From an optimization exercise on the open Yosys and OpenROAD flow, aimed at small area, a short achievable clock period and few clock cycles; shortcuts taken in it are not production practice. Only simulation tests tie the RTL to the original design; equivalence was not proved. No activity file was given, so power comes from the tool's default toggle rates.

Setup of the reference run:
==> module axil_slave_port, before the edit <==
module axil_slave_port (
  input  logic            clk_main_a0,
  input  logic            rst_main_n_sync,
  input  logic            awvalid,
  input  axil_pkg::addr_t awaddr,
  output logic            awready,
  input  logic            wvalid,
  input  axil_pkg::word_t wdata,
  input  logic [3:0]      wstrb,
  output logic            wready,
  output logic            bvalid,
  output axil_pkg::resp_t bresp,
  input  logic            bready,
  input  logic            arvalid,
  input  axil_pkg::addr_t araddr,
  output logic            arready,
  output logic            rvalid,
  output axil_pkg::word_t rdata,
  output axil_pkg::resp_t rresp,
  input  logic            rready,
  output logic            wr_done,
  output logic            wr_hit_now,
  output logic            wr_nz_now,
  output logic            data_wr,
  output axil_pkg::word_t data_wdata,
  output logic            data_rd,
  input  axil_pkg::word_t rd_word,
  input  logic            rd_hold
);
  logic aw_hs, w_hs, b_hs, ar_hs;
  logic aw_have, w_have;
  logic aw_hit, ar_hit;
  logic wr_hit_q;
  logic rd_cap;
  axil_pkg::word_t rd_value, rdata_held;
  logic wr_fire;
  axil_pkg::word_t wd_q;
  assign bresp = axil_pkg::RESP_OKAY;
  assign rresp = axil_pkg::RESP_OKAY;
  assign aw_hs   = awvalid && awready;
  assign w_hs    = wvalid && wready;
  assign b_hs    = bvalid && bready;
  assign aw_have = !awready || aw_hs;
  assign w_have  = !wready || w_hs;
  assign wr_done = aw_have && w_have && !bvalid;
  assign aw_hit     = (awaddr == axil_pkg::DATA_REG_ADDR);
  assign wr_hit_now = aw_hs ? aw_hit : wr_hit_q;
  assign wr_nz_now  = w_hs ? (wdata != '0) : (wd_q != '0);
  always_ff @(posedge clk_main_a0) begin
    if (!rst_main_n_sync) begin
      awready <= 1'b1;
      wready  <= 1'b1;
      bvalid  <= 1'b0;
      wr_fire <= 1'b0;
    end else begin
      awready <= b_hs || (awready && !aw_hs);
      wready  <= b_hs || (wready && !w_hs);
      bvalid  <= wr_done || (bvalid && !bready);
      wr_fire <= wr_done;
    end
  end
  always_ff @(posedge clk_main_a0) begin
    if (aw_hs) begin
      wr_hit_q <= aw_hit;
    end
    if (w_hs) begin
      wd_q <= wdata;
    end
  end
  assign data_wr    = wr_fire && wr_hit_q;
  assign data_wdata = wd_q;
  assign ar_hs   = arvalid && arready;
  assign ar_hit  = (araddr == axil_pkg::DATA_REG_ADDR);
  assign data_rd = ar_hs && ar_hit;
  always_ff @(posedge clk_main_a0) begin
    if (!rst_main_n_sync) begin
      arready <= 1'b1;
      rvalid  <= 1'b0;
      rd_cap  <= 1'b1;
    end else begin
      arready <= !(ar_hs || (rvalid && !rready) || rd_hold);
      rvalid  <= ar_hs || (rvalid && !rready);
      rd_cap  <= !(ar_hs || (rvalid && !rready));
    end
  end
  assign rd_value = ar_hit ? rd_word : axil_pkg::UNIMPL_VALUE;
  always_ff @(posedge clk_main_a0) begin
    rdata_held <= rd_cap ? rd_value : rdata;
    rdata      <= rd_cap ? rd_value : rdata_held;
  end
endmodule
clock: 13.0 ns
lec_check: 0
abc_clock_period_in_ps: 3800
cap_margin: 20
core_margin: 2
core_utilization: 50
cts_cluster_diameter: 100
cts_cluster_size: 25
slew_margin: 20
standard.sh (not shown) runs the stock make flow with config.mk's settings and CLKGATE_MAP_FILE= SYNTH_SCRIPT=/design/flow/synth_recipe.tcl, a recipe that flattens the netlist after the stock synthesis.
==> flow/flow/run.sh <==
#!/bin/bash
set -euo pipefail
bash standard.sh synth > synth.log 2>&1
bash standard.sh SETUP_SLACK_MARGIN=9.05 "BUFFER_PORTS_ARGS=-buffer_cell sky130_fd_sc_hd__buf_2" finish > layout.log 2>&1
The reference run: full flow OK, the timing, design-rule and antenna checks passed
Testbench counts of the reference run, summed over its fixed seeds: cycles 34,751.
What the trial run does differently from the reference run at the input level:
--- a/flow/design.v
+++ b/flow/design.v
@@ -116,6 +116,8 @@
   assign rd_value = ar_hit ? rd_word : axil_pkg::UNIMPL_VALUE;
   always_ff @(posedge clk_main_a0) begin
-    rdata_held <= rd_cap ? rd_value : rdata;
-    rdata      <= rd_cap ? rd_value : rdata_held;
+    if (ar_hs) begin
+      rdata_held <= rd_value;
+    end
+    rdata <= rd_cap ? rd_value : rdata_held;
   end
 endmodule
Routed wire in the trial run totals more than in the reference run. Between the reference run and the trial run, the die span in y does not differ in any meaningful way. The trial run against the reference run: shortest period the worst path allows rose 25 ps; setup slack decreased 25 ps; total power shows no meaningful change; areal power density over the cells level. When the final numbers for the trial run and the reference run were put side by side, the global-route wire length before repair turned out to be greater in the trial run. Summary — mean cell area of the mapped netlist, the trial run relative to the reference run: lower, by 0.44%. Synthesized netlist cell count | the trial run above the reference run. Maximum frequency, the trial run vs the reference run: down slightly.
Testbench counts of the trial run, summed over its fixed seeds: cycles 34,751.

port drivers added, routing unchanged:
The flow's constraints put no driver on any port. The routed layouts listed below were extracted and timed again, unchanged, in two steps.
Step 1 assumes that a clkbuf_16 drives the clock port and a buf_2 every other input.
Step 2 adds t to the input delays and takes it off the output delays; t is the mean of the earliest and latest rising clock arrival at the registers after step 1. Input paths then give back, and output paths get back, about the clock's delay inside the block.
Three values: no drivers, after step 1, after step 2; two values: the first two.
| run | shift t [ns] | setup slack, ns | worst hold slack (ns) |
|---|---|---|---|
| the reference run | 0.911 | 9.059 / 8.979 / 8.309 | 0.307 / 0.307 / 0.307 |
| the trial run | 0.923 | 9.034 / 8.949 / 8.437 | 0.295 / 0.295 / 0.295 |
After both steps setup and hold are still met in every run listed. The setup slack of the reference run, which loses most, moves by -0.080 ns with the drivers and by -0.750 ns with both steps.
